Background: an optimization exercise with open tools, aiming at a short achievable clock period and few clock cycles per item. Do not read the settings as production practice.
Function was not checked in any run shown here: the RTL went through the layout flow alone.

===== flow/flow/run.sh =====
#!/bin/bash
# Standard synthesis and placement; then each output port's flop is moved next
# to its port buffer and placement re-legalized; then the rest of the standard
# ORFS layout. repair_timing aims at a larger setup margin.
set -euo pipefail
M=5.4
bash standard.sh synth > synth.log 2>&1
bash standard.sh SETUP_SLACK_MARGIN=$M place > place.log 2>&1
PLACE_ODB=$PWD/orfs/results/$FLOW_PLATFORM/riscv_crypto_sha256_msched/base/3_place.odb \
  openroad -no_init -exit flow/move_io_flops.tcl > move_io_flops.log 2>&1
bash standard.sh SETUP_SLACK_MARGIN=$M finish > layout.log 2>&1

===== flow/flow/move_io_flops.tcl =====
# Move each output port's driving flop (and any single-fanout cells between it
# and the port buffer) next to the port buffer, then legalize.
set odb $::env(PLACE_ODB)
read_db $odb
set block [ord::get_db_block]
set moved 0
foreach bt [$block getBTerms] {
  if {[$bt getIoType] ne "OUTPUT"} { continue }
  set net [$bt getNet]
  if {$net eq "NULL"} { continue }
  # the port buffer drives the port net
  set drv ""
  foreach it [$net getITerms] { if {[$it isOutputSignal]} { set drv $it } }
  if {$drv eq ""} { continue }
  set buf [$drv getInst]
  set bx [lindex [$buf getLocation] 0]; set by [lindex [$buf getLocation] 1]
  set cur $buf
  for {set hop 0} {$hop < 3} {incr hop} {
    # the single input net of cur
    set innet ""
    foreach it [$cur getITerms] {
      if {[$it isInputSignal]} {
        set m [[$it getMTerm] getName]
        if {$m eq "CLK" || $m eq "RESET_B" || $m eq "SET_B"} { continue }
        set n [$it getNet]
        if {$n ne "NULL"} { lappend innet $n }
      }
    }
    if {[llength $innet] != 1} { break }
    set n [lindex $innet 0]
    set d ""
    set nload 0
    foreach it [$n getITerms] { if {[$it isOutputSignal]} { set d $it } else { incr nload } }
    if {$d eq "" || $nload != 1} { break }
    set prev [$d getInst]
    $prev setLocation $bx $by
    $prev setPlacementStatus PLACED
    incr moved
    set master [[$prev getMaster] getName]
    if {[string match "*df*" $master]} { break }
    set cur $prev
  }
}
puts "moved $moved cells"
detailed_placement
check_placement -verbose
write_db $odb

===== flow/standard.sh =====
#!/bin/bash
# synth_recipe.tcl (not shown) runs the flow's synth.tcl, then flattens the netlist and writes it again
# the make line also repeats each setting of config.mk as NAME=value (left out here)
make -C /OpenROAD-flow-scripts/flow DESIGN_CONFIG=/design/flow/config.mk WORK_HOME=/design/flow/orfs CLKGATE_MAP_FILE= SYNTH_SCRIPT=/design/flow/synth_recipe.tcl "${@:-finish}"

===== flow/config.mk =====
export PLATFORM = sky130hd
export DESIGN_NAME = riscv_crypto_sha256_msched
export DESIGN_NICKNAME = riscv_crypto_sha256_msched
export VERILOG_FILES = /design/flow/design.v
export SDC_FILE = /design/flow/constraint.sdc
export NUM_CORES = 4
export LEC_CHECK = 0
export ABC_CLOCK_PERIOD_IN_PS = 2000
export CAP_MARGIN = 20
export CORE_MARGIN = 2
export CORE_UTILIZATION = 40
export SETUP_SLACK_MARGIN = 5
export SLEW_MARGIN = 20

===== flow/constraint.sdc =====
create_clock -name core_clock -period 8.0 [get_ports {clk}]
set_input_delay 1.6000 -clock core_clock [delete_from_list [all_inputs] [get_ports {clk}]]
set_output_delay 1.6000 -clock core_clock [all_outputs]
set_load 0.01 [all_outputs]

===== flow/design.v =====
module riscv_crypto_sha256_msched (
  input  logic        clk,
  input  logic        rst,
  input  logic        in_valid,
  output logic        in_ready,
  input  logic [31:0] in_data,
  output logic        out_valid,
  input  logic        out_ready,
  output logic [31:0] out_data,
  output logic [5:0]  out_idx,
  output logic        out_last,
  output logic        busy
);
  localparam int DIN = 4;
  function automatic logic [31:0] sig0(input logic [31:0] x);
    sig0 = {x[6:0], x[31:7]} ^ {x[17:0], x[31:18]} ^ {3'b000, x[31:3]};
  endfunction
  function automatic logic [31:0] sig1(input logic [31:0] x);
    sig1 = {x[16:0], x[31:17]} ^ {x[18:0], x[31:19]} ^ {10'b0, x[31:10]};
  endfunction
  function automatic logic [31:0] maj2(input logic [31:0] a, input logic [31:0] b,
                                       input logic [31:0] c);
    logic [31:0] m;
    m = (a & b) | (a & c) | (b & c);
    maj2 = {m[30:0], 1'b0};
  endfunction
  logic        cap_v_q;
  logic [31:0] cap_d_q;
  logic [31:0] fifo_q [DIN];
  logic [1:0]  f_wp_q, f_rp_q;
  logic [2:0]  f_cnt_q, f_cnt_d;
  logic        f_ne_q;
  logic [2:0]  occ_q, occ_d;   
  logic        occ_le2_q, occ_le3_q, occ_le4_q;
  logic        in_ready_q, in_ready_d;
  logic        in_nrdy_q;      
  logic        in_rdy_q;       
  logic [3:0]  in_cnt_q;
  logic        in15_q;         
  logic        in_hs, avail, ld_in, pop, push;
  logic [31:0] head;
  logic [31:0] win_q [16];     
  logic [5:0]  n_q, n_d;       
  logic [31:0] bp_q, bg_q, bgp_q;
  logic        bv_q, bv_d;     
  logic [31:0] x_q;           
  logic [31:0] xs_q, xc_q;     
  logic        adv_q, adv_d;   
  logic        bld_q;          
  logic        bsel_q;         
  logic [31:0] s1w;
  logic [31:0] a_p, a_g, a_g1, a_p1, a_g2, a_p2;
  logic [31:0] c_g3, c_p3, c_g4, c_p4, c_g5, w_sum;
  logic [4:0]  lag_q, lag_d, lag_t, lag_n;  
  logic        nz_q;           
  logic        l15_q, l16_q;   
  logic [15:0] sel_q;          
  logic        out_valid_q, ov_port_q;
  logic [31:0] out_data_q, od_h_q, rd_word;
  logic [5:0]  out_idx_q, oi_h_q, m_q;
  logic        out_last_q, ol_h_q;
  logic        m63_q;          
  logic        take;
  logic [1:0]  pend_q, pend_d;
  logic        pend_eq1_q, pend_ge2_q;
  logic        busy_q, busy_d;
  logic        inc, dec;
  assign in_ready_q = in_rdy_q;
  assign in_hs = in_valid & in_ready_q;
  assign avail = f_ne_q | cap_v_q;
  assign head  = f_ne_q ? fifo_q[f_rp_q] : cap_d_q;
  assign ld_in = bld_q & bsel_q & avail;
  assign pop   = ld_in & f_ne_q;
  assign push  = cap_v_q & ~(ld_in & ~f_ne_q);
  assign s1w = sig1(win_q[0]);
  always_comb begin
    a_p = bsel_q ? head  : (s1w ^ x_q);
    a_g = bsel_q ? 32'd0 : (s1w & x_q);
    for (int i = 0; i < 32; i++) begin
      if (i >= 1) begin
        a_g1[i] = a_g[i] | (a_p[i] & a_g[i-1]);
        a_p1[i] = a_p[i] & a_p[i-1];
      end else begin
        a_g1[i] = a_g[i];
        a_p1[i] = a_p[i];
      end
    end
    for (int i = 0; i < 32; i++) begin
      if (i >= 2) begin
        a_g2[i] = a_g1[i] | (a_p1[i] & a_g1[i-2]);
        a_p2[i] = a_p1[i] & a_p1[i-2];
      end else begin
        a_g2[i] = a_g1[i];
        a_p2[i] = a_p1[i];
      end
    end
  end
  always_comb begin
    for (int i = 0; i < 32; i++) begin
      if (i >= 4) begin
        c_g3[i] = bg_q[i] | (bgp_q[i] & bg_q[i-4]);
        c_p3[i] = bgp_q[i] & bgp_q[i-4];
      end else begin
        c_g3[i] = bg_q[i];
        c_p3[i] = bgp_q[i];
      end
    end
    for (int i = 0; i < 32; i++) begin
      if (i >= 8) begin
        c_g4[i] = c_g3[i] | (c_p3[i] & c_g3[i-8]);
        c_p4[i] = c_p3[i] & c_p3[i-8];
      end else begin
        c_g4[i] = c_g3[i];
        c_p4[i] = c_p3[i];
      end
    end
    for (int i = 0; i < 32; i++) begin
      if (i >= 16) c_g5[i] = c_g4[i] | (c_p4[i] & c_g4[i-16]);
      else         c_g5[i] = c_g4[i];
    end
    w_sum = bp_q ^ {c_g5[30:0], 1'b0};
  end
  assign take = nz_q & (~out_valid_q | out_ready);
  always_comb begin
    rd_word = 32'd0;
    for (int i = 0; i < 16; i++) rd_word = rd_word | ({32{sel_q[i]}} & win_q[i]);
  end
  always_comb begin
    f_cnt_d = f_cnt_q + {2'b00, push} - {2'b00, pop};
    occ_d   = occ_q - {2'b00, ld_in} + {2'b00, in_hs};
    n_d     = n_q + {5'd0, adv_q};
    bv_d    = bld_q ? (~bsel_q | avail) : bv_q;
    lag_t   = adv_q ? lag_q : lag_q - 5'd1;
    lag_n   = adv_q ? lag_q + 5'd1 : lag_q;
    lag_d   = take ? lag_t : lag_n;
    adv_d   = bv_d & ~(take ? 1'b0 : ((l15_q & adv_q) | l16_q));
    inc     = in_hs & in15_q;
    dec     = out_valid_q & out_ready & ol_h_q;
    pend_d  = pend_q + {1'b0, inc} - {1'b0, dec};
    busy_d  = inc | pend_ge2_q | (pend_eq1_q & ~dec);
    case ({ld_in, in_hs})
      2'b10:   in_ready_d = occ_le4_q;
      2'b01:   in_ready_d = occ_le2_q;
      default: in_ready_d = occ_le3_q;
    endcase
    in_ready_d = in_ready_d | ~busy_d;
  end
  always_ff @(posedge clk or posedge rst) begin
    if (rst) begin
      cap_v_q     <= 1'b0;
      f_wp_q      <= 2'd0;
      f_rp_q      <= 2'd0;
      f_cnt_q     <= 3'd0;
      f_ne_q      <= 1'b0;
      occ_q       <= 3'd0;
      occ_le2_q   <= 1'b1;
      occ_le3_q   <= 1'b1;
      occ_le4_q   <= 1'b1;
      in_nrdy_q   <= 1'b0;
      in_rdy_q    <= 1'b1;
      in_cnt_q    <= 4'd0;
      in15_q      <= 1'b0;
      n_q         <= 6'd0;
      bv_q        <= 1'b0;
      adv_q       <= 1'b0;
      bld_q       <= 1'b1;
      bsel_q      <= 1'b1;
      lag_q       <= 5'd0;
      nz_q        <= 1'b0;
      l15_q       <= 1'b0;
      l16_q       <= 1'b0;
      sel_q       <= 16'd0;
      out_valid_q <= 1'b0;
      ov_port_q   <= 1'b0;
      od_h_q      <= 32'd0;
      oi_h_q      <= 6'd0;
      ol_h_q      <= 1'b0;
      m_q         <= 6'd0;
      m63_q       <= 1'b0;
      pend_q      <= 2'd0;
      pend_eq1_q  <= 1'b0;
      pend_ge2_q  <= 1'b0;
      busy_q      <= 1'b0;
    end else begin
      cap_v_q    <= in_hs;
      if (push)  f_wp_q <= f_wp_q + 2'd1;
      if (pop)   f_rp_q <= f_rp_q + 2'd1;
      f_cnt_q    <= f_cnt_d;
      f_ne_q     <= (f_cnt_d != 3'd0);
      occ_q      <= occ_d;
      occ_le2_q  <= (occ_d <= 3'd2);
      occ_le3_q  <= (occ_d <= 3'd3);
      occ_le4_q  <= (occ_d <= 3'd4);
      in_nrdy_q  <= ~in_ready_d;
      in_rdy_q   <= in_ready_d;
      if (in_hs) begin
        in_cnt_q <= in_cnt_q + 4'd1;
        in15_q   <= (in_cnt_q == 4'd14);
      end
      n_q        <= n_d;
      bv_q       <= bv_d;
      adv_q      <= adv_d;
      bld_q      <= adv_d | ~bv_d;
      bsel_q     <= ~adv_d | (n_d < 6'd15) | (n_d == 6'd63);
      lag_q      <= lag_d;
      nz_q       <= take ? (lag_t != 5'd0) : (lag_n != 5'd0);
      l15_q      <= take ? (lag_t == 5'd15) : (lag_n == 5'd15);
      l16_q      <= take ? 1'b0 : (lag_n == 5'd16);
      if (take) begin
        if (~adv_q) sel_q <= {1'b0, sel_q[15:1]};
      end else begin
        if (adv_q)  sel_q <= {sel_q[14:0], ~nz_q};
      end
      out_valid_q <= take | (out_valid_q & ~out_ready);
      ov_port_q   <= take | (ov_port_q & ~out_ready);
      if (take) begin
        od_h_q     <= rd_word;
        oi_h_q     <= m_q;
        ol_h_q     <= m63_q;
        m_q        <= m_q + 6'd1;
        m63_q      <= (m_q == 6'd62);
      end
      pend_q     <= pend_d;
      pend_eq1_q <= (pend_d == 2'd1);
      pend_ge2_q <= pend_d[1];
      busy_q     <= busy_d;
    end
  end
  always_ff @(posedge clk) begin
    out_data_q <= take ? rd_word : od_h_q;
    out_idx_q  <= take ? m_q     : oi_h_q;
    out_last_q <= take ? m63_q   : ol_h_q;
    cap_d_q <= in_data;
    if (push) fifo_q[f_wp_q] <= cap_d_q;
    if (bld_q) begin
      bp_q  <= a_p;
      bg_q  <= a_g2;
      bgp_q <= a_p2;
    end
    if (adv_q) begin
      win_q[0] <= w_sum;
      for (int i = 1; i < 16; i++) win_q[i] <= win_q[i-1];
      x_q  <= xs_q + xc_q;
      xs_q <= win_q[3] ^ sig0(win_q[11]) ^ win_q[12];
      xc_q <= maj2(win_q[3], sig0(win_q[11]), win_q[12]);
    end
  end
  assign in_ready  = ~in_nrdy_q;
  assign out_valid = ov_port_q;
  assign out_data  = out_data_q;
  assign out_idx   = out_idx_q;
  assign out_last  = out_last_q;
  assign busy      = busy_q;
endmodule

==> flow_metrics.py, run 1 <==
metrics = {
    "yosys": {
        "synth_mux_area_share_pct": 2.69,
        "synthXorXnorAreaFrac_pct": 4.43,
        "synth-async-reset-ratio_pct": 10.8,
        "synth-adder-area-share_pct": 4.22,
        "syn_avg_cell_area_um2": 15.4,
        "synth_area_leaders": "edfxtp_1 (62%), dfrtp_1 (6.4%), dfxtp_1 (3.5%)",
        "synth_compound_area_share_pct": 9.18,
        "yosysMostFrequentCell": "edfxtp_1",
        "synth_seq_area_share_pct": 72.0,
        "syn_inst": 2603,
        "synth_top_area_share_pct": 61.7,
        "synthTopCellsByCount": "edfxtp_1 (825), inv_1 (191), a22oi_1 (145)",
        "yosysWarnings": 2,
        "synth_edf_count": 825,
        "synth_top_family_by_area": "compound AO/OA/AOI/OAI gates",
        "syn_area_um2": 40100,
        "syn_nets": 2754,
        "synth-simple-area-share_pct": 4.55,
        "synth-seq-cells": 1004,
        "ys.flop_type": "edfxtp_1",
        "yosysTopAreaCell": "edfxtp_1",
        "yosysUniqueCellTypes": 62,
    },
    "cts": {
        "clk_pin_slew_worst_paths_ns": 0.06,
        "htreeDepth": 3,
        "clk_latency_ns": 0.69,
        "clockRootBuffer": "clkbuf_16",
        "clock_sinks": 1004,
        "clockBufferDepth": 3,
        "numCtsBuffers": 104,
        "cts_tree": "done",
    },
    "sta": {
        "worst-slew-pin-transition_ns": 1.06,
        "setup_tns_ns": 0,
        "skew_ns": 0.0395,
        "slew_headroom_pct": 29.6,
        "setup_viol": 0,
        "rsz0062_at_grt": "true",
        "layout_worst_path_cycle_share_pct": 34.9,
        "clock.fmax_mhz": 358,
        "drv_slew": 0,
        "finalCriticalPeriod_ns": 2.79,
        "hold_viol_final": 0,
    },
    "layout": {
        "fin_area_um2": 46600,
        "nets": 2895,
        "final_cells": 4130,
        "n_fill_cell": 8486,
        "antenna_cells": 0,
        "area.growth.synth_to_final_pct": 16.2,
        "drive_gt1_share_pct": 14.3,
    },
    "critical_path": {
        "path_depth": 2,
        "reg2reg_to": "x_q[31]$_DFFE_PP_",
        "crit_arrival_ns": 1.19,
        "crit_chain": "inv_1 > buf_2",
        "regToRegSetupSlack_ns": 5.40,
        "critPathBufInv": 2,
        "criticalPathCategory": "flop to output port",
        "path_max_fanout": 1,
        "r2r-start": "xc_q[1]$_DFFE_PP_",
        "crit_path_max_incr_delay_ns": 0.36,
        "cp_top_family": "flip-flops",
        "crit_slowest_cell": "dfrtp_1",
        "r2r.worst_path.cells": 11,
        "critPathRequiredTime_ns": 6.40,
        "endpoint_kind": "output port",
        "worstSetupStartpointType": "flop",
    },
    "routing": {
        "drcViolationCount": 0,
        "postRouteAntennaNets": 0,
        "wire_per_inst_um": 25.1,
        "vias": 23300,
        "viasPerCell": 5.64,
        "drt_iter0_markers": 2737,
        "routed_wl_um": 104000,
        "drt_pre_antenna_iters": 5,
    },
    "global_route": {
        "gr-total-overflow": 0,
        "antenna_found_initial": 6,
        "grt_usage_pct": 19.9,
        "grt_first_pass_wirelength_um": 153000,
        "grt_pass1_vias": 23300,
        "grt_max_degree": 145,
    },
    "hold_path": {
        "min_to": "win_q[0][0]$_DFFE_PP_",
        "hp-class": "flop to flop",
        "min_from": "bp_q[0]$_DFFE_PP_",
        "holdPathStages": 0,
    },
    "floorplanning": {
        "dieArea_um2": 103000,
        "die_y_um": 321,
        "fp.dieW_um": 321,
        "num_io_pins": 78,
        "rows": 116,
        "coreArea_um2": 99700,
        "initial_utilization_pct": 40.2,
    },
    "placement": {
        "placed_cell_area_um2": 42700,
        "gp_congestion": 0.860,
        "place_hpwl_um": 63600,
        "port-buffer-count": 77,
        "placed_cells": 3909,
    },
    "job": {
        "drv_cap": 0,
    },
    "outcome": {
        "status": "complete, no violations",
    },
}
==> worst max-delay path by stage <==
| stage | startpoint | to | slack [ns] |
|---|---|---|---|
| final | in_nrdy_q$_DFF_PP0_ | in_ready | 5.21 |
| after global routing | in_nrdy_q$_DFF_PP0_ | in_ready | 5.14 |
| after CTS | in_nrdy_q$_DFF_PP0_ | in_ready | 5.14 |
| after detailed placement | out_ready | l15_q$_DFF_PP0_ | 3.70 |
| after global placement | out_ready | l15_q$_DFF_PP0_ | 3.78 |
| after floorplan | adv_q$_DFF_PP0_ | bsel_q$_DFF_PP1_ | -0.71 |
==> cells by family (layout without fill, tap and decap cells) <==
kind of cell    Yosys count  count (layout)
flops                  1004            1004
compound gates          520             520
mux                      68              68
simple gates            393             394
fa+ha+maj               115             115
buf+inv                 300             528
xor+xnor                203             203
==> cell usage in the layout, fill, tap and decap left out, types with 56 or more instances in the layout <==
cell type,count
a21oi_1,84
o21ai_0,56
xnor2_1,120
a22oi_1,145
dfrtp_1,99
nor2_1,95
nand2_1,136
a221oi_1,56
a22o_1,56
clkbuf_16,108
edfxtp_1,825
xor2_1,79
ha_1,65
inv_1,183
==> per-layer routing <==
| layer | track usage [%] | routed length (um) |
|---|---|---|
| met5 | 0 | 0 |
| met4 | 6.08 | 3210 |
| met3 | 3.53 | 8090 |
| met2 | 31.0 | 47800 |
| met1 | 28.5 | 44700 |
==> state kept, by name, summed over array words and instances, names as in the netlist, 16 cells and up <==
signal,flops
win_q,512
fifo_q,128
bp_q,32
cap_d_q,32
od_h_q,32
out_data_q,32
x_q,32
xs_q,32
bg_q,31
xc_q,31
bgp_q,27
sel_q,16
==> metrics by stage <==
step / setup slack, ns / hold slack [ns] / util (%)
final: 5.21 / 0.420 / 46.8
after detailed placement: 3.70 / 0.406 / 42.8
after global placement: 3.78 / 0.402 / 42.8
after global routing: 5.14 / 0.430 / 46.8
after floorplan: -0.712 / 0.400 / -
after CTS: 5.14 / 0.420 / 46.3
==> repair_timing <==
action,in CTS,in global routing
cloned,3,4
hold buffers,0,0
gates resized for setup,224,74
setup buffers,10,10
endpoints found under the setup margin,611,226
pin swaps,12,15
==> area by class of cell <==
type                       count  area, um^2  share of cell area [%]
sequential                  1004       28900                    62.1
clock inverter                51         445                   0.955
multi-input combinational   1300       10600                    22.7
inverter                     193         736                    1.58
clock buffer                 143        2850                    6.11
timing repair buffer         141        1450                    3.12
tap                         1298        1620                    3.48
==> inputs of run 2 (changes only) <==
--- a/flow/design.v
+++ b/flow/design.v
@@ -44,7 +44,10 @@
   logic [31:0] bp_q, bg_q, bgp_q;
   logic        bv_q, bv_d;     
   logic [31:0] x_q;           
+  logic [31:0] xp_q, xg_q, xgp_q;  
   logic [31:0] xs_q, xc_q;     
+  logic [31:0] xa_p, xa_g, xa_g1, xa_p1, xa_g2, xa_p2;
+  logic [31:0] xc_g3, xc_p3, xc_g4, xc_p4, xc_g5, x_sum;
   logic        adv_q, adv_d;   
   logic        bld_q;          
   logic        bsel_q;         
@@ -94,6 +97,51 @@
         a_p2[i] = a_p1[i];
       end
     end
+  end
+  always_comb begin
+    xa_p = xs_q ^ xc_q;
+    xa_g = xs_q & xc_q;
+    for (int i = 0; i < 32; i++) begin
+      if (i >= 1) begin
+        xa_g1[i] = xa_g[i] | (xa_p[i] & xa_g[i-1]);
+        xa_p1[i] = xa_p[i] & xa_p[i-1];
+      end else begin
+        xa_g1[i] = xa_g[i];
+        xa_p1[i] = xa_p[i];
+      end
+    end
+    for (int i = 0; i < 32; i++) begin
+      if (i >= 2) begin
+        xa_g2[i] = xa_g1[i] | (xa_p1[i] & xa_g1[i-2]);
+        xa_p2[i] = xa_p1[i] & xa_p1[i-2];
+      end else begin
+        xa_g2[i] = xa_g1[i];
+        xa_p2[i] = xa_p1[i];
+      end
+    end
+    for (int i = 0; i < 32; i++) begin
+      if (i >= 4) begin
+        xc_g3[i] = xg_q[i] | (xgp_q[i] & xg_q[i-4]);
+        xc_p3[i] = xgp_q[i] & xgp_q[i-4];
+      end else begin
+        xc_g3[i] = xg_q[i];
+        xc_p3[i] = xgp_q[i];
+      end
+    end
+    for (int i = 0; i < 32; i++) begin
+      if (i >= 8) begin
+        xc_g4[i] = xc_g3[i] | (xc_p3[i] & xc_g3[i-8]);
+        xc_p4[i] = xc_p3[i] & xc_p3[i-8];
+      end else begin
+        xc_g4[i] = xc_g3[i];
+        xc_p4[i] = xc_p3[i];
+      end
+    end
+    for (int i = 0; i < 32; i++) begin
+      if (i >= 16) xc_g5[i] = xc_g4[i] | (xc_p4[i] & xc_g4[i-16]);
+      else         xc_g5[i] = xc_g4[i];
+    end
+    x_sum = xp_q ^ {xc_g5[30:0], 1'b0};
   end
   always_comb begin
     for (int i = 0; i < 32; i++) begin
@@ -240,9 +288,12 @@
     if (adv_q) begin
       win_q[0] <= w_sum;
       for (int i = 1; i < 16; i++) win_q[i] <= win_q[i-1];
-      x_q  <= xs_q + xc_q;
-      xs_q <= win_q[3] ^ sig0(win_q[11]) ^ win_q[12];
-      xc_q <= maj2(win_q[3], sig0(win_q[11]), win_q[12]);
+      x_q   <= x_sum;
+      xp_q  <= xa_p;
+      xg_q  <= xa_g2;
+      xgp_q <= xa_p2;
+      xs_q  <= win_q[2] ^ sig0(win_q[10]) ^ win_q[11];
+      xc_q  <= maj2(win_q[2], sig0(win_q[10]), win_q[11]);
     end
   end
   assign in_ready  = ~in_nrdy_q;
==> run 2 against run 1 <==
Net effect:
- clock skew hardly changed
- utilization down 0.069 points
- count of clock-buffer cells in the layout increased by 21
- area after synthesis rose by 7.7%
- first-iteration DRC count up 7.0%
- register-to-register slack better by 0.07 ns
- setup slack worse by 0.047 ns
- via count rose by 7.6%
- wire length grew 10%
- sequential share of layout area rose by 1.1 points
- still clean
==> flow_metrics.py, run 2 <==
metrics = {
    "sta": {
        "rsz0062_at_grt": "true",
        "skew_ns": 0.0393,
        "hold_viol_final": 0,
        "layout_worst_path_cycle_share_pct": 35.5,
        "fin_ws_ns": 5.16,
        "setup_tns_ns": 0,
        "clock.fmax_mhz": 352,
        "finalCriticalPeriod_ns": 2.84,
        "drv_slew": 0,
        "slew_headroom_pct": 26.3,
        "worst-slew-pin-transition_ns": 1.10,
        "setup_viol": 0,
    },
    "global_route": {
        "grt_max_degree": 197,
        "met3_usage_pct": 3.26,
        "use_met1_pct": 28.9,
        "antenna_found_initial": 2,
        "grt_first_pass_wirelength_um": 168000,
        "busiest_layer": "met2",
        "grt_use_met2_pct": 32.7,
        "gr-total-overflow": 0,
        "grt_pass1_vias": 24900,
        "grt_usage_pct": 20.4,
    },
    "yosys": {
        "synth_edf_count": 913,
        "syn_area_um2": 43200,
        "syn_nets": 2917,
        "synth-seq-cells": 1092,
        "synthTopCellsByCount": "edfxtp_1 (913), inv_1 (177), nor2_1 (155)",
        "synth-async-reset-ratio_pct": 9.89,
        "yosysMostFrequentCell": "edfxtp_1",
        "syn_inst": 2767,
        "synth_top_area_share_pct": 63.4,
        "synth_seq_area_share_pct": 73.0,
        "yosysWarnings": 2,
        "yosysTopAreaCell": "edfxtp_1",
        "syn_avg_cell_area_um2": 15.6,
        "synth_area_leaders": "edfxtp_1 (63%), dfrtp_1 (5.9%), dfxtp_1 (3.3%)",
        "yosysUniqueCellTypes": 59,
        "ys.flop_type": "edfxtp_1",
    },
    "cts": {
        "clock_sinks": 1092,
        "cts_tree": "done",
        "clk_latency_ns": 0.71,
        "htreeDepth": 3,
        "clk_pin_slew_worst_paths_ns": 0.06,
        "numCtsBuffers": 113,
        "clockBufferDepth": 3,
        "ctsHoldBuffers": 0,
        "clockRootBuffer": "clkbuf_16",
    },
    "routing": {
        "viasPerCell": 5.68,
        "drt_iter0_markers": 2929,
        "drcViolationCount": 0,
        "drt_pre_antenna_iters": 6,
        "vias": 25100,
        "routed_wl_um": 114000,
        "wire_per_inst_um": 25.9,
        "postRouteAntennaNets": 0,
    },
    "layout": {
        "largest_register_ffs": 512,
        "fin_area_um2": 50000,
        "n_fill_cell": 9214,
        "reg.largest.list": "win_q: 512 flops, fifo_q: 128 flops",
        "mostFrequentLayoutCell": "edfxtp_1",
        "layout_common_cells": "edfxtp_1 (913), inv_1 (173), nor2_1 (154), nand2_1 (132), xnor2_1 (120)",
        "area.growth.synth_to_final_pct": 15.6,
        "regMostFlops": "win_q",
        "final_cells": 4417,
        "drive_gt1_share_pct": 13.2,
        "nets": 3069,
    },
    "placement": {
        "placed_cell_area_um2": 45800,
        "port-buffer-count": 77,
        "placed_cells": 4173,
        "gp_congestion": 0.876,
        "place_hpwl_um": 73400,
        "pre_cts_ws_ns": 3.77,
    },
    "critical_path": {
        "critPathRequiredTime_ns": 6.40,
        "criticalPathCategory": "flop to output port",
        "worstSetupStartpointType": "flop",
        "reg2reg_to": "bg_q[21]$_DFFE_PP_",
        "cp_top_family": "flip-flops",
        "crit_path_max_incr_delay_ns": 0.40,
        "regToRegSetupSlack_ns": 5.47,
        "critPathBufInv": 1,
        "crit_chain": "buf_6",
        "path_max_fanout": 2,
        "r2r-start": "win_q[0][30]$_DFFE_PP_",
        "crit_slowest_cell": "dfrtp_1",
        "path_depth": 1,
        "crit_arrival_ns": 1.24,
        "endpoint_kind": "output port",
        "r2r.worst_path.cells": 7,
    },
    "floorplanning": {
        "coreArea_um2": 107000,
        "fp.dieW_um": 333,
        "die_y_um": 333,
        "dieArea_um2": 111000,
        "rows": 120,
        "num_io_pins": 78,
        "initial_utilization_pct": 40.4,
    },
    "hold_path": {
        "min_to": "win_q[0][0]$_DFFE_PP_",
        "hp-class": "flop to flop",
        "holdPathStages": 0,
        "min_from": "bp_q[0]$_DFFE_PP_",
    },
    "outcome": {
        "status": "complete, no violations",
    },
    "job": {
        "drv_cap": 0,
    },
}
## run 2: cell count changes after synthesis, sizes merged, moves of 14 or more
| cell | before | now |
|---|---|---|
| inv | 193 | 178 |
| a22o | 56 | 101 |
| a22oi | 145 | 85 |
| o31ai | 2 | 16 |
| mux2i | 36 | 7 |
| a41oi | 14 | 32 |
| nand4 | 30 | 6 |
| a221oi | 59 | 96 |
| nand2b | 6 | 23 |
| and3 | 18 | 36 |
| nor2 | 98 | 155 |
| edfxtp | 825 | 913 |
## run 2: worst max path at each step
stage	start	end	slack, ns
2_1_floorplan	adv_q$_DFF_PP0_	bsel_q$_DFF_PP1_	-1.80
3_3_place_gp	out_ready	od_h_q[25]$_DFF_PP0_	3.90
3_5_place_dp	out_ready	od_h_q[23]$_DFF_PP0_	3.77
4_1_cts	ov_port_q$_DFF_PP0_	out_valid	5.12
5_1_grt	in_nrdy_q$_DFF_PP0_	in_ready	5.09
6_report	ov_port_q$_DFF_PP0_	out_valid	5.16
## run 2: cells by family (layout without fill, tap and decap cells)
family,after synthesis,count (layout),share of synthesized area [%]
DFF,1092,1092,73.0
AOI/OAI and AO/OA,592,592,10.0
and+or+nand+nor,435,436,4.54
buffers and inverters,289,534,2.58
xor gates and xnor gates,206,206,4.17
adders and majority gates,114,114,3.87
muxes,39,39,1.84
other,0,1,0
## run 2: layout make-up
| cell class | count | area, um^2 | area share (%) |
|---|---|---|---|
| well taps | 1403 | 1760 | 3.51 |
| inverters | 178 | 682 | 1.36 |
| diodes | 1 | 2.50 | 0.00501 |
| repair buffers | 147 | 1420 | 2.85 |
| clock inverters | 45 | 430 | 0.861 |
| flip-flops and latches | 1092 | 31600 | 63.2 |
| clock buffers | 164 | 3220 | 6.44 |
| multi-input cells | 1387 | 10900 | 21.7 |
## run 2: metrics by stage
step	hold WS, ns	util [%]
final	0.421	46.7
after global routing	0.425	46.7
after CTS	0.422	46.4
after detailed placement	0.408	42.8
after global placement	0.406	42.8
after floorplan	0.400	-
## run 2: layer usage
| metal | share of wire, % | wire length [um] |
|---|---|---|
| met5 | 0 | 0 |
| met4 | 2.4 | 2740 |
| met3 | 7.3 | 8390 |
| met2 | 48 | 54300 |
| met1 | 43 | 48900 |
## run 2: repair_timing
action / in CTS / in global routing
pin swaps: 3 / 2
gates cloned: 2 / 0
gates resized for setup: 221 / 57
setup buffers: 12 / 20
endpoints found under the setup margin: 626 / 312
==> inputs of run 3 (changes only) <==
==> flow/design.v (replaced) <==
module riscv_crypto_sha256_msched (
  input  logic        clk,
  input  logic        rst,
  input  logic        in_valid,
  output logic        in_ready,
  input  logic [31:0] in_data,
  output logic        out_valid,
  input  logic        out_ready,
  output logic [31:0] out_data,
  output logic [5:0]  out_idx,
  output logic        out_last,
  output logic        busy
);
  localparam int DIN = 2;
  function automatic logic [31:0] sig0(input logic [31:0] x);
    sig0 = {x[6:0], x[31:7]} ^ {x[17:0], x[31:18]} ^ {3'b000, x[31:3]};
  endfunction
  function automatic logic [31:0] sig1(input logic [31:0] x);
    sig1 = {x[16:0], x[31:17]} ^ {x[18:0], x[31:19]} ^ {10'b0, x[31:10]};
  endfunction
  logic [31:0] fifo_q [DIN];
  logic [1:0]  f_wp_q, f_rp_q;
  logic [2:0]  f_cnt_q, f_cnt_d;
  logic        f_ne_q;
  logic        f_le1_q, f_le2_q;  
  logic        in_ready_d;
  logic        in_nrdy_q;      
  logic        in_rdy_q;       
  logic [3:0]  in_cnt_q;
  logic        in15_q;         
  logic        in_hs, ld_in;
  logic [31:0] head;
  logic [31:0] win_q [16];     
  logic [5:0]  n_q, n_d;       
  logic [31:0] bp_q, bg_q;     
  logic        bv_q, bv_d;     
  logic [31:0] x_q;            
  logic [31:0] y_q;            
  logic        adv_q, adv_d;   
  logic        bld_q;          
  logic        bsel_q;         
  logic [31:0] s1w;
  logic [31:0] c_g[6], c_p[6], w_sum;
  logic [4:0]  lag_q, lag_d, lag_t, lag_n;  
  logic        nz_q;           
  logic        l15_q, l16_q;   
  logic [15:0] sel_q;          
  logic [31:0] rd_word;
  logic        ov_port_q, ovn_q, ov_i;
  logic [31:0] out_data_q;
  logic [5:0]  out_idx_q, m_q;
  logic        out_last_q, olh_q;
  logic        m63_q;          
  logic        take;
  logic [1:0]  pend_q, pend_d;
  logic        pend_eq1_q, pend_ge2_q;
  logic        busy_q, busy_d;
  logic        inc, dec;
  assign in_hs = in_valid & in_rdy_q;
  assign head  = fifo_q[f_rp_q];
  assign ld_in = bld_q & bsel_q & f_ne_q;
  assign s1w = sig1(win_q[0]);
  always_comb begin
    c_g[0] = bg_q;
    c_p[0] = bp_q;
    for (int l = 0; l < 5; l++) begin
      for (int i = 0; i < 32; i++) begin
        if (i >= (1 << l)) begin
          c_g[l+1][i] = c_g[l][i] | (c_p[l][i] & c_g[l][i - (1 << l)]);
          c_p[l+1][i] = c_p[l][i] & c_p[l][i - (1 << l)];
        end else begin
          c_g[l+1][i] = c_g[l][i];
          c_p[l+1][i] = c_p[l][i];
        end
      end
    end
    w_sum = bp_q ^ {c_g[5][30:0], 1'b0};
  end
  assign ov_i = ~ovn_q;
  assign take = nz_q & (~ov_i | out_ready);
  always_comb begin
    rd_word = 32'd0;
    for (int i = 0; i < 16; i++) rd_word = rd_word | ({32{sel_q[i]}} & win_q[i]);
  end
  always_comb begin
    f_cnt_d = f_cnt_q + {2'b00, in_hs} - {2'b00, ld_in};
    n_d     = n_q + {5'd0, adv_q};
    bv_d    = bld_q ? (~bsel_q | f_ne_q) : bv_q;
    lag_t   = adv_q ? lag_q : lag_q - 5'd1;
    lag_n   = adv_q ? lag_q + 5'd1 : lag_q;
    lag_d   = take ? lag_t : lag_n;
    adv_d   = bv_d & ~(take ? 1'b0 : ((l15_q & adv_q) | l16_q));
    inc     = in_hs & in15_q;
    dec     = ov_i & out_ready & olh_q;
    pend_d  = pend_q + {1'b0, inc} - {1'b0, dec};
    busy_d  = inc | pend_ge2_q | (pend_eq1_q & ~dec);
    case ({ld_in, in_hs})
      2'b10:   in_ready_d = f_le2_q;
      2'b01:   in_ready_d = ~f_ne_q;
      default: in_ready_d = f_le1_q;
    endcase
    in_ready_d = in_ready_d | ~busy_d;
  end
  always_ff @(posedge clk or posedge rst) begin
    if (rst) begin
      f_wp_q      <= 2'd0;
      f_rp_q      <= 2'd0;
      f_cnt_q     <= 3'd0;
      f_ne_q      <= 1'b0;
      f_le1_q     <= 1'b1;
      f_le2_q     <= 1'b1;
      in_nrdy_q   <= 1'b0;
      in_rdy_q    <= 1'b1;
      in_cnt_q    <= 4'd0;
      in15_q      <= 1'b0;
      n_q         <= 6'd0;
      bv_q        <= 1'b0;
      adv_q       <= 1'b0;
      bld_q       <= 1'b1;
      bsel_q      <= 1'b1;
      lag_q       <= 5'd0;
      nz_q        <= 1'b0;
      l15_q       <= 1'b0;
      l16_q       <= 1'b0;
      sel_q       <= 16'd0;
      ov_port_q   <= 1'b0;
      ovn_q       <= 1'b1;
      olh_q       <= 1'b0;
      m_q         <= 6'd0;
      m63_q       <= 1'b0;
      pend_q      <= 2'd0;
      pend_eq1_q  <= 1'b0;
      pend_ge2_q  <= 1'b0;
      busy_q      <= 1'b0;
    end else begin
      if (in_hs) f_wp_q <= (f_wp_q == 2'(DIN - 1)) ? 2'd0 : f_wp_q + 2'd1;
      if (ld_in) f_rp_q <= (f_rp_q == 2'(DIN - 1)) ? 2'd0 : f_rp_q + 2'd1;
      f_cnt_q    <= f_cnt_d;
      f_ne_q     <= (f_cnt_d != 3'd0);
      f_le1_q    <= (f_cnt_d <= 3'd1);
      f_le2_q    <= (f_cnt_d <= 3'd2);
      in_nrdy_q  <= ~in_ready_d;
      in_rdy_q   <= in_ready_d;
      if (in_hs) begin
        in_cnt_q <= in_cnt_q + 4'd1;
        in15_q   <= (in_cnt_q == 4'd14);
      end
      n_q        <= n_d;
      bv_q       <= bv_d;
      adv_q      <= adv_d;
      bld_q      <= adv_d | ~bv_d;
      bsel_q     <= ~adv_d | (n_d < 6'd15) | (n_d == 6'd63);
      lag_q      <= lag_d;
      nz_q       <= take ? (lag_t != 5'd0) : (lag_n != 5'd0);
      l15_q      <= take ? (lag_t == 5'd15) : (lag_n == 5'd15);
      l16_q      <= take ? 1'b0 : (lag_n == 5'd16);
      if (take) begin
        if (~adv_q) sel_q <= {1'b0, sel_q[15:1]};
      end else begin
        if (adv_q)  sel_q <= {sel_q[14:0], ~nz_q};
      end
      ov_port_q  <= take | (ov_i & ~out_ready);
      ovn_q      <= ~(take | (ov_i & ~out_ready));
      if (take) begin
        olh_q    <= m63_q;
        m_q      <= m_q + 6'd1;
        m63_q    <= (m_q == 6'd62);
      end
      pend_q     <= pend_d;
      pend_eq1_q <= (pend_d == 2'd1);
      pend_ge2_q <= pend_d[1];
      busy_q     <= busy_d;
    end
  end
  always_ff @(posedge clk) begin
    if (in_hs) fifo_q[f_wp_q] <= in_data;
    if (take) begin
      out_data_q <= rd_word;
      out_idx_q  <= m_q;
      out_last_q <= m63_q;
    end
    if (bld_q) begin
      bp_q <= bsel_q ? head  : (s1w ^ x_q);
      bg_q <= bsel_q ? 32'd0 : (s1w & x_q);
    end
    if (adv_q) begin
      win_q[0] <= w_sum;
      for (int i = 1; i < 16; i++) win_q[i] <= win_q[i-1];
      x_q <= y_q + win_q[4];
      y_q <= sig0(win_q[11]) + win_q[12];
    end
  end
  assign in_ready  = ~in_nrdy_q;
  assign out_valid = ov_port_q;
  assign out_data  = out_data_q;
  assign out_idx   = out_idx_q;
  assign out_last  = out_last_q;
  assign busy      = busy_q;
endmodule
==> run 3 against run 2 <==
Net effect:
- hold slack lost 0.00074 ns
- flip-flop and latch count shrank 287
- maximum frequency shrank 12%
- register-to-register slack lost 0.70 ns
- setup slack lost 0.39 ns
- count of clock-buffer cells in the layout shrank 56
- global-route usage grew 0.77 points
- utilization grew 2.0 points
- first-iteration DRC count shrank 21%
- largest cell class unchanged
==> flow_metrics.py, run 3 <==
metrics = {
    "routing": {
        "wire_per_inst_um": 25.5,
        "postRouteAntennaNets": 0,
        "drcViolationCount": 0,
        "routed_wl_um": 95700,
        "drt_pre_antenna_iters": 6,
        "viasPerCell": 5.81,
        "vias": 21800,
        "drt_iter0_markers": 2326,
    },
    "floorplanning": {
        "num_io_pins": 78,
        "coreArea_um2": 85300,
        "fp.dieW_um": 297,
        "dieArea_um2": 88400,
        "initial_utilization_pct": 40.4,
        "rows": 107,
        "die_y_um": 297,
    },
    "global_route": {
        "antenna_found_initial": 5,
        "met3_usage_pct": 3.58,
        "grt_usage_pct": 21.2,
        "use_met1_pct": 30.6,
        "busiest_layer": "met2",
        "grt_use_met2_pct": 32.5,
        "grt_max_degree": 109,
        "gr-total-overflow": 0,
        "grt_first_pass_wirelength_um": 140000,
        "grt_pass1_vias": 21200,
    },
    "sta": {
        "skew_ns": 0.0271,
        "rsz0062_at_grt": "true",
        "finalCriticalPeriod_ns": 3.23,
        "setup_tns_ns": 0,
        "holdWs_ns": 0.420,
        "layout_worst_path_cycle_share_pct": 40.4,
        "worst-slew-pin-transition_ns": 1.22,
        "clock.fmax_mhz": 310,
        "slew_headroom_pct": 18.4,
        "drv_slew": 0,
        "hold_viol_final": 0,
        "fin_ws_ns": 4.77,
        "setup_viol": 0,
    },
    "yosys": {
        "syn_avg_cell_area_um2": 14.9,
        "yosysUniqueCellTypes": 66,
        "syn_inst": 2308,
        "synth_edf_count": 742,
        "synth_seq_area_share_pct": 69.3,
        "ys.flop_type": "edfxtp_1",
        "syn_area_um2": 34400,
        "synth_area_leaders": "edfxtp_1 (65%), xnor2_1 (4.5%), dfrtp_1 (4.1%)",
        "yosysWarnings": 4,
        "synth_top_area_share_pct": 64.7,
        "synth-async-reset-ratio_pct": 7.83,
        "syn_nets": 2455,
        "yosysMostFrequentCell": "edfxtp_1",
        "yosysTopAreaCell": "edfxtp_1",
        "synth-seq-cells": 805,
        "synthTopCellsByCount": "edfxtp_1 (742), xnor2_1 (175), a221oi_1 (132)",
    },
    "hold_path": {
        "hp-class": "flop to flop",
        "min_from": "bp_q[0]$_DFFE_PP_",
        "min_to": "win_q[0][0]$_DFFE_PP_",
        "holdPathStages": 0,
    },
    "layout": {
        "n_fill_cell": 7155,
        "antenna_cells": 0,
        "nets": 2684,
        "drive_gt1_share_pct": 19.5,
        "mostFrequentLayoutCell": "edfxtp_1",
        "reg.largest.list": "win_q: 512 flops, fifo_q: 64 flops",
        "area.growth.synth_to_final_pct": 20.6,
        "layout_common_cells": "edfxtp_1 (742), xnor2_1 (151), buf_4 (138), a221oi_1 (131), a22o_1 (129)",
        "regMostFlops": "win_q",
        "largest_register_ffs": 512,
    },
    "cts": {
        "clockBufferDepth": 3,
        "htreeDepth": 3,
        "clk_pin_slew_worst_paths_ns": 0.06,
        "clockRootBuffer": "clkbuf_16",
        "clock_sinks": 805,
        "cts_tree": "done",
        "ctsHoldBuffers": 0,
        "numCtsBuffers": 86,
        "clk_latency_ns": 0.65,
    },
    "critical_path": {
        "criticalPathCategory": "flop to flop",
        "r2r-start": "win_q[11][18]$_DFFE_PP_",
        "critPathRequiredTime_ns": 8.47,
        "endpoint_kind": "flop",
        "regToRegSetupSlack_ns": 4.77,
        "path_max_fanout": 3,
        "reg2reg_to": "y_q[30]$_DFFE_PP_",
        "crit_arrival_ns": 3.70,
        "worstSetupStartpointType": "flop",
        "r2r.worst_path.cells": 13,
    },
    "outcome": {
        "status": "complete, no violations",
    },
    "placement": {
        "gp_congestion": 0.920,
        "pre_cts_ws_ns": 4.00,
        "place_hpwl_um": 58200,
        "port-buffer-count": 77,
    },
    "job": {
        "drv_cap": 0,
    },
}
[run 3: cell count changes after synthesis, sizes merged, moves of 32 or more]
cell,before,now
nand4,6,46
dfxtp,71,0
a21oi,83,116
xnor2,125,175
mux4,32,0
a22oi,85,2
dfrtp,102,57
edfxtp,913,742
a221oi,96,132
xor2,81,46
nand2,137,77
inv,178,55
[run 3: cell families after synthesis]
| kind of cell | after synthesis | share of synthesized area [%] |
|---|---|---|
| DFF | 805 | 69.3 |
| AOI/OAI and AO/OA | 602 | 13.0 |
| and+or+nand+nor | 377 | 5.27 |
| xor gates and xnor gates | 221 | 5.62 |
| buffers and inverters | 159 | 1.73 |
| adders and majority gates | 111 | 4.10 |
| muxes | 33 | 0.960 |
[run 3: stage by stage]
step           std cells  util [%]  area [um^2]
2_1_floorplan       2308         -        34700
6_report            3752      48.7        41500
3_5_place_dp        3447      43.0        36700
3_3_place_gp        3447      43.0        36700
4_1_cts             3699      47.9        40900
5_1_grt             3752      48.7        41500
[run 3: area by class of cell]
cell class              instances  area [um^2]  area share [%]
flip-flops and latches        805        23900            57.5
well taps                    1144         1430            3.45
inverters                      55          223           0.537
clock buffers                 108         2340            5.63
repair buffers                245         2060            4.96
clock inverters                51          528            1.27
multi-input cells            1344        11000            26.6
[run 3: repair_timing]
action	in CTS	in global routing
resized for setup	306	52
endpoints found under the setup margin	511	163
setup buffers	91	53
pin swaps	66	64
cloned	2	0
[run 3: how the worst max path moves through the flow]
stage / from / to / cells past startpoint
floorplan: adv_q$_DFF_PP0_ / bsel_q$_DFF_PP1_ / 6
global placement: out_ready / l15_q$_DFF_PP0_ / 8
detailed placement: out_ready / l15_q$_DFF_PP0_ / 6
CTS: win_q[11][7]$_DFFE_PP_ / y_q[30]$_DFFE_PP_ / 13
global route: win_q[11][18]$_DFFE_PP_ / y_q[30]$_DFFE_PP_ / 13
finish: win_q[11][18]$_DFFE_PP_ / y_q[30]$_DFFE_PP_ / 13
[run 3: per-layer routing]
metal	vias to the layer above	part of all wire (%)
li1	9539	-
met1	11100	44
met2	1016	45
met3	161	8.1
met4	2	3.2
met5	-	0.0094
[run 3: critical path, stage by stage (launching register included)]
cell and delay [ns]:
edfxtp_1 0.48, xnor2_2 0.25, xnor2_1 0.15, ha_2 0.21, inv_2 0.04, fa_2 0.34
nor2b_2 0.14, o31a_1 0.22, o31ai_4 0.09, a21oi_2 0.20, nor2_2 0.10, or4_4 0.43
a32oi_2 0.20, xor2_1 0.21
==> inputs of run 4 (changes only) <==
--- a/flow/flow/run.sh
+++ b/flow/flow/run.sh
@@ -3,7 +3,7 @@
 # to its port buffer and placement re-legalized; then the rest of the standard
 # ORFS layout. repair_timing aims at a larger setup margin.
 set -euo pipefail
-M=5.4
+M=5.2
 bash standard.sh synth > synth.log 2>&1
 bash standard.sh SETUP_SLACK_MARGIN=$M place > place.log 2>&1
 PLACE_ODB=$PWD/orfs/results/$FLOW_PLATFORM/riscv_crypto_sha256_msched/base/3_place.odb \
==> run 4 against run 3 <==
Net effect:
- setup slack better by 0.061 ns
- hold slack worse by 0.0010 ns
- area after synthesis unchanged
- maximum frequency up 1.9%
- register-to-register slack better by 0.06 ns
- critical endpoint is now y_q[26]$_DFFE_PP_
- cell area down 1.7%
- wire length down 1.0%
- highest routed layer unchanged
- final cell count down 1.4%
- critical path depth down 2
- synthesized cell count unchanged
- non-clock buffer count down 56
==> flow_metrics.py, run 4 <==
metrics = {
    "outcome": {
        "status": "complete, no violations",
    },
    "yosys": {
        "syn_avg_cell_area_um2": 14.9,
        "yosysMostFrequentCell": "edfxtp_1",
        "synth_edf_count": 742,
        "syn_nets": 2455,
        "synth_top_area_share_pct": 64.7,
        "yosysUniqueCellTypes": 66,
        "synthXorXnorAreaFrac_pct": 5.62,
        "synth-adder-area-share_pct": 4.10,
        "synth_compound_area_share_pct": 13.0,
        "synth_area_leaders": "edfxtp_1 (65%), xnor2_1 (4.5%), dfrtp_1 (4.1%)",
        "yosysTopAreaCell": "edfxtp_1",
        "synthTopCellsByCount": "edfxtp_1 (742), xnor2_1 (175), a221oi_1 (132)",
        "syn_inst": 2308,
        "synth_seq_area_share_pct": 69.3,
        "synth_top_family_by_area": "compound AO/OA/AOI/OAI gates",
        "synth-simple-area-share_pct": 5.27,
        "synth-seq-cells": 805,
        "synth_mux_area_share_pct": 0.960,
        "syn_area_um2": 34400,
        "yosysWarnings": 4,
        "synth-async-reset-ratio_pct": 7.83,
        "ys.flop_type": "edfxtp_1",
    },
    "floorplanning": {
        "num_io_pins": 78,
        "coreArea_um2": 85300,
        "rows": 107,
        "dieArea_um2": 88400,
        "die_y_um": 297,
        "initial_utilization_pct": 40.4,
        "fp.dieW_um": 297,
    },
    "layout": {
        "antenna_cells": 0,
        "nets": 2629,
        "mostFrequentLayoutCell": "edfxtp_1",
        "area.growth.synth_to_final_pct": 18.5,
        "final_cells": 3700,
        "layout_common_cells": "edfxtp_1 (742), xnor2_1 (156), a221oi_1 (132), a22o_1 (129), nor2_1 (121)",
        "reg.largest.list": "win_q: 512 flops, fifo_q: 64 flops",
        "regMostFlops": "win_q",
        "largest_register_ffs": 512,
        "utilization_pct": 47.8,
        "drive_gt1_share_pct": 16.2,
    },
    "sta": {
        "finalCriticalPeriod_ns": 3.17,
        "skew_ns": 0.0217,
        "setup_tns_ns": 0,
        "clock.fmax_mhz": 316,
        "fin_ws_ns": 4.83,
        "slew_headroom_pct": 26.7,
        "setup_viol": 0,
        "drv_slew": 0,
        "worst-slew-pin-transition_ns": 1.10,
        "hold_viol_final": 0,
        "layout_worst_path_cycle_share_pct": 39.6,
        "rsz0062_at_grt": "true",
    },
    "routing": {
        "drt_pre_antenna_iters": 6,
        "drcViolationCount": 0,
        "postRouteAntennaNets": 0,
        "viasPerCell": 5.80,
        "routed_wl_um": 94700,
        "vias": 21400,
        "wire_per_inst_um": 25.6,
        "drt_iter0_markers": 2087,
    },
    "critical_path": {
        "crit_arrival_ns": 3.55,
        "critPathBufInv": 0,
        "endpoint_kind": "flop",
        "crit_path_max_incr_delay_ns": 0.53,
        "critPathRequiredTime_ns": 8.38,
        "cp_top_family": "compound AO/OA/AOI/OAI gates",
        "crit_chain": "xnor2_2 > xnor2_1 > ha_1 > nor2b_4 > o31a_1 > o31ai_2 > a21oi_2 > nor2_2 > o31ai_2 > a211oi_1 > xnor2_1",
        "path_depth": 11,
        "r2r.worst_path.cells": 11,
        "criticalPathCategory": "flop to flop",
        "worstSetupStartpointType": "flop",
        "crit_slowest_cell": "edfxtp_1",
        "path_max_fanout": 3,
    },
    "cts": {
        "clk_latency_ns": 0.65,
        "cts_tree": "done",
        "ctsHoldBuffers": 0,
        "clock_sinks": 805,
        "numCtsBuffers": 87,
        "clk_pin_slew_worst_paths_ns": 0.06,
        "htreeDepth": 3,
        "clockBufferDepth": 3,
        "clockRootBuffer": "clkbuf_16",
    },
    "global_route": {
        "gr-total-overflow": 0,
        "grt_usage_pct": 20.9,
        "grt_first_pass_wirelength_um": 139000,
        "grt_max_degree": 198,
        "grt_pass1_vias": 20900,
        "antenna_found_initial": 1,
    },
    "placement": {
        "placed_cells": 3448,
        "pre_cts_ws_ns": 3.75,
        "port-buffer-count": 77,
        "place_hpwl_um": 58000,
        "gp_congestion": 0.944,
    },
    "job": {
        "drv_cap": 0,
    },
    "hold_path": {
        "hp-class": "flop to flop",
        "holdPathStages": 0,
    },
}
run 4: cell counts after synthesis:
Identical to the previous run, type by type.
run 4: per-layer routing:
metal / track usage, % / routed length, um
met5: 0 / 13
met4: 6.43 / 2830
met3: 3.72 / 6730
met2: 32.5 / 43200
met1: 30.1 / 41900
run 4: through the flow:
stage	area (um^2)	hold WS (ns)
after floorplan	34600	0.400
after global placement	36600	0.401
after detailed placement	36600	0.405
after CTS	40200	0.419
after global routing	40800	0.422
final	40800	0.419
run 4: cells by family (layout without fill, tap and decap cells):
group	count (synthesis)	count (layout)
fa+ha+maj	111	111
simple gates	377	377
xor+xnor	221	221
compound gates	602	602
flops	805	805
buf+inv	159	407
mux	33	33
run 4: what timing repair did:
action / CTS / global route
hold endpoints to repair: 0 / 0
resized for setup: 258 / 71
setup endpoints to repair: 436 / 223
buffers inserted: 71 / 17
pin swaps: 51 / 44
gates cloned: 0 / 1
run 4: worst paths after layout:
path | startpoint | to | slack (ns)
min in group asynchronous | rst | pend_q[1]$_DFF_PP0_ | 1.57
max in group asynchronous | rst | adv_q$_DFF_PP0_ | 5.83
setup / recovery | win_q[11][20]$_DFFE_PP_ | y_q[26]$_DFFE_PP_ | 4.83
setup reg to reg | win_q[11][20]$_DFFE_PP_ | y_q[26]$_DFFE_PP_ | 4.83
hold / removal | bp_q[0]$_DFFE_PP_ | win_q[0][0]$_DFFE_PP_ | 0.42
hold reg to reg | bp_q[0]$_DFFE_PP_ | win_q[0][0]$_DFFE_PP_ | 0.42
run 4: worst reg2reg max path, cell delays in order, from the launching register on:
cell and delay (ns):
edfxtp_1 0.53, xnor2_2 0.20, xnor2_1 0.21, ha_1 0.30, nor2b_4 0.14, o31a_1 0.27, o31ai_2 0.32, a21oi_2 0.13
nor2_2 0.25, o31ai_2 0.13, a211oi_1 0.34, xnor2_1 0.11
run 4: area by class of cell:
class / count / area, um^2
fillers: 7225 / 44500
flip-flops and latches: 805 / 23900
clock buffers: 109 / 2320
well taps: 1144 / 1430
repair buffers: 189 / 1610
clock inverters: 54 / 487
inverters: 55 / 210
multi-input cells: 1344 / 10900
==> inputs of run 5 (changes only) <==
--- a/flow/design.v
+++ b/flow/design.v
@@ -17,6 +17,25 @@
   endfunction
   function automatic logic [31:0] sig1(input logic [31:0] x);
     sig1 = {x[16:0], x[31:17]} ^ {x[18:0], x[31:19]} ^ {10'b0, x[31:10]};
+  endfunction
+  function automatic logic [31:0] ks_add(input logic [31:0] a, input logic [31:0] b);
+    logic [31:0] g, p, gn, pn;
+    g = a & b;
+    p = a ^ b;
+    for (int l = 0; l < 5; l++) begin
+      for (int i = 0; i < 32; i++) begin
+        if (i >= (1 << l)) begin
+          gn[i] = g[i] | (p[i] & g[i - (1 << l)]);
+          pn[i] = p[i] & p[i - (1 << l)];
+        end else begin
+          gn[i] = g[i];
+          pn[i] = p[i];
+        end
+      end
+      g = gn;
+      p = pn;
+    end
+    ks_add = a ^ b ^ {g[30:0], 1'b0};
   endfunction
   logic [31:0] fifo_q [DIN];
   logic [1:0]  f_wp_q, f_rp_q;
@@ -186,8 +205,8 @@
     if (adv_q) begin
       win_q[0] <= w_sum;
       for (int i = 1; i < 16; i++) win_q[i] <= win_q[i-1];
-      x_q <= y_q + win_q[4];
-      y_q <= sig0(win_q[11]) + win_q[12];
+      x_q <= ks_add(y_q, win_q[4]);
+      y_q <= ks_add(sig0(win_q[11]), win_q[12]);
     end
   end
   assign in_ready  = ~in_nrdy_q;
--- a/flow/flow/run.sh
+++ b/flow/flow/run.sh
@@ -3,7 +3,7 @@
 # to its port buffer and placement re-legalized; then the rest of the standard
 # ORFS layout. repair_timing aims at a larger setup margin.
 set -euo pipefail
-M=5.2
+M=5.4
 bash standard.sh synth > synth.log 2>&1
 bash standard.sh SETUP_SLACK_MARGIN=$M place > place.log 2>&1
 PLACE_ODB=$PWD/orfs/results/$FLOW_PLATFORM/riscv_crypto_sha256_msched/base/3_place.odb \
==> run 5 against run 4 <==
Net effect:
- via count decreased by 1.6%
- global-route usage increased by 0.43 points
- critical path type unchanged
- clock skew increased by 0.0018 ns
- flip-flop and latch count unchanged
- first-iteration DRC count increased by 19%
- register-to-register slack got worse by 0.12 ns
- sequential share of layout area about the same
- highest routed layer is now met4
- synthesized cell count decreased by 2.9%
- still clean
==> flow_metrics.py, run 5 <==
metrics = {
    "outcome": {
        "status": "complete, no violations",
    },
    "cts": {
        "clock_sinks": 805,
        "cts_tree": "done",
        "htreeDepth": 3,
        "clockRootBuffer": "clkbuf_16",
        "numCtsBuffers": 85,
        "clk_latency_ns": 0.65,
        "ctsHoldBuffers": 0,
        "clk_pin_slew_worst_paths_ns": 0.06,
        "clockBufferDepth": 3,
    },
    "yosys": {
        "synth_mux_area_share_pct": 0.967,
        "synth_compound_area_share_pct": 12.7,
        "yosysTopAreaCell": "edfxtp_1",
        "synth-seq-cells": 805,
        "ys.flop_type": "edfxtp_1",
        "yosysMostFrequentCell": "edfxtp_1",
        "synth_edf_count": 742,
        "syn_nets": 2387,
        "synth_area_leaders": "edfxtp_1 (65%), xnor2_1 (4.6%), dfrtp_1 (4.2%)",
        "synth_top_area_share_pct": 65.2,
        "synth-adder-area-share_pct": 4.13,
        "yosysWarnings": 4,
        "syn_inst": 2240,
        "synth-async-reset-ratio_pct": 7.83,
        "synthXorXnorAreaFrac_pct": 5.72,
        "synth_top_family_by_area": "compound AO/OA/AOI/OAI gates",
        "synthTopCellsByCount": "edfxtp_1 (742), xnor2_1 (180), a22o_1 (130)",
        "syn_avg_cell_area_um2": 15.3,
        "synth-simple-area-share_pct": 5.19,
        "yosysUniqueCellTypes": 71,
        "synth_seq_area_share_pct": 69.8,
        "syn_area_um2": 34200,
    },
    "critical_path": {
        "worstSetupStartpointType": "flop",
        "r2r.worst_path.cells": 12,
        "path_max_fanout": 6,
        "critPathRequiredTime_ns": 8.50,
        "criticalPathCategory": "flop to flop",
        "reg2reg_to": "y_q[31]$_DFFE_PP_",
        "crit_arrival_ns": 3.78,
        "crit_start": "win_q[11][8]$_DFFE_PP_",
        "endpoint_kind": "flop",
        "regToRegSetupSlack_ns": 4.72,
        "r2r-start": "win_q[11][8]$_DFFE_PP_",
    },
    "routing": {
        "wire_per_inst_um": 26.0,
        "viasPerCell": 5.77,
        "routed_wl_um": 95300,
        "drt_iter0_markers": 2493,
        "drcViolationCount": 0,
        "postRouteAntennaNets": 0,
        "drt_pre_antenna_iters": 6,
        "vias": 21100,
    },
    "hold_path": {
        "min_from": "bp_q[0]$_DFFE_PP_",
        "hp-class": "flop to flop",
        "holdPathStages": 0,
        "min_to": "win_q[0][0]$_DFFE_PP_",
    },
    "floorplanning": {
        "num_io_pins": 78,
        "initial_utilization_pct": 40.3,
        "rows": 107,
        "fp.dieW_um": 296,
        "coreArea_um2": 84900,
        "dieArea_um2": 87800,
        "die_y_um": 296,
    },
    "sta": {
        "finalCriticalPeriod_ns": 3.28,
        "layout_worst_path_cycle_share_pct": 41.1,
        "slew_headroom_pct": 36.3,
        "rsz0062_at_grt": "true",
        "drv_slew": 0,
        "setup_viol": 0,
        "hold_viol_final": 0,
        "clock.fmax_mhz": 304,
        "skew_ns": 0.0235,
        "setup_tns_ns": 0,
        "worst-slew-pin-transition_ns": 0.956,
    },
    "placement": {
        "port-buffer-count": 77,
        "place_hpwl_um": 57200,
        "gp_congestion": 0.922,
        "placed_cell_area_um2": 36500,
    },
    "layout": {
        "area.growth.synth_to_final_pct": 19.4,
        "reg.largest.list": "win_q: 512 flops, fifo_q: 64 flops",
        "mostFrequentLayoutCell": "edfxtp_1",
        "layout_common_cells": "edfxtp_1 (742), xnor2_1 (167), a22o_1 (130), a221oi_1 (128), nor2_1 (112)",
        "largest_register_ffs": 512,
        "fin_area_um2": 40800,
        "nets": 2592,
        "regMostFlops": "win_q",
        "drive_gt1_share_pct": 18.0,
    },
    "global_route": {
        "busiest_layer": "met2",
        "met3_usage_pct": 2.61,
        "grt_first_pass_wirelength_um": 138000,
        "antenna_found_initial": 6,
        "grt_max_degree": 170,
        "use_met1_pct": 31.1,
        "gr-total-overflow": 0,
        "grt_use_met2_pct": 33.6,
        "grt_pass1_vias": 20600,
        "grt_usage_pct": 21.4,
    },
    "job": {
        "drv_cap": 0,
    },
}
-- run 5: layer usage --
metal / up-vias / wire length [um]
met4: 0 / 2460
li1: 9267 / -
met3: 141 / 6310
met2: 891 / 44300
met1: 10800 / 42200
met5: - / 0
-- run 5: cell type report --
| type | instances | area (um^2) |
|---|---|---|
| fill | 7234 | 44100 |
| inverter | 41 | 175 |
| tap | 1144 | 1430 |
| clock buffer | 112 | 2340 |
| timing repair buffer | 212 | 1860 |
| sequential | 805 | 23900 |
| antenna | 1 | 2.50 |
| clock inverter | 46 | 379 |
| multi-input combinational | 1300 | 10700 |
-- run 5: worst max path at each step --
stage                              to  slack [ns]
floorplan            bsel_q$_DFF_PP1_       -0.30
global placement     f_ne_q$_DFF_PP0_        4.18
detailed placement   f_ne_q$_DFF_PP0_        4.16
CTS                 y_q[29]$_DFFE_PP_        4.72
global route        y_q[31]$_DFFE_PP_        4.60
finish              y_q[31]$_DFFE_PP_        4.72
-- run 5: kinds of logic (layout without fill, tap and decap cells) --
logic type / Yosys count / after routing
compound gates: 578 / 578
xor+xnor: 223 / 223
fa+ha+maj: 111 / 111
buf+inv: 135 / 411
flops: 805 / 805
mux: 33 / 33
other cells: 0 / 1
simple gates: 355 / 355
-- run 5: timing repair --
action                     4_1_cts  5_1_grt
resized for setup              281       64
gates cloned                     1        1
buffers inserted                77       35
pin swaps                       51       42
setup endpoints to repair      529      257
-- run 5: worst max-delay path, stage by stage, from the launching register on --
cell      delay, ns
edfxtp_1       0.52
buf_4          0.19
xnor2_1        0.28
xnor2_1        0.17
ha_1           0.32
a21o_1         0.22
a21o_1         0.18
a21o_1         0.19
a21o_2         0.21
a21oi_1        0.23
o31ai_4        0.13
a2111o_1       0.44
nand3_1        0.07
-- run 5: stage by stage --
stage	hold WS (ns)	utilization, %	setup slack [ns]	cells
CTS	0.426	47.3	4.72	3624
global placement	0.408	43.0	4.18	3388
global route	0.451	48.1	4.60	3660
finish	0.426	48.1	4.72	3661
floorplan	0.400	-	-0.301	2240
detailed placement	0.408	43.0	4.16	3388

[afterwards: timing with drivers on the ports]
Ports are ideal in the flow. The routed layouts listed here were re-timed in OpenROAD.
Step 1, drivers: a clkbuf_16 drives clk and a buf_2 each remaining input, both assumed.
Step 2 times the ports against the registers' clock, not the clock port: input delays grow and output delays shrink by t, the midpoint of the rising clock arrivals with the driver on.
Slacks: ideal ports / drivers / drivers and shift; pairs: ideal ports / drivers.
| run | t, ns | slack for setup (ns) | worst data-port slew with drivers (ns) |
|---|---|---|---|
| run 1 | 0.738 | 5.206 / 5.143 / 4.765 | 0.06 |
| run 2 | 0.762 | 5.159 / 5.089 / 4.751 | 0.07 |
| run 3 | 0.702 | 4.771 / 4.771 / 4.769 | 0.06 |
| run 4 | 0.702 | 4.831 / 4.831 / 4.712 | 0.07 |
| run 5 | 0.706 | 4.715 / 4.715 / 4.707 | 0.06 |
After both steps every run listed still meets setup and hold. For run 1, which loses most, drivers alone change the setup slack by -0.063 ns; drivers and shift together by -0.441 ns.
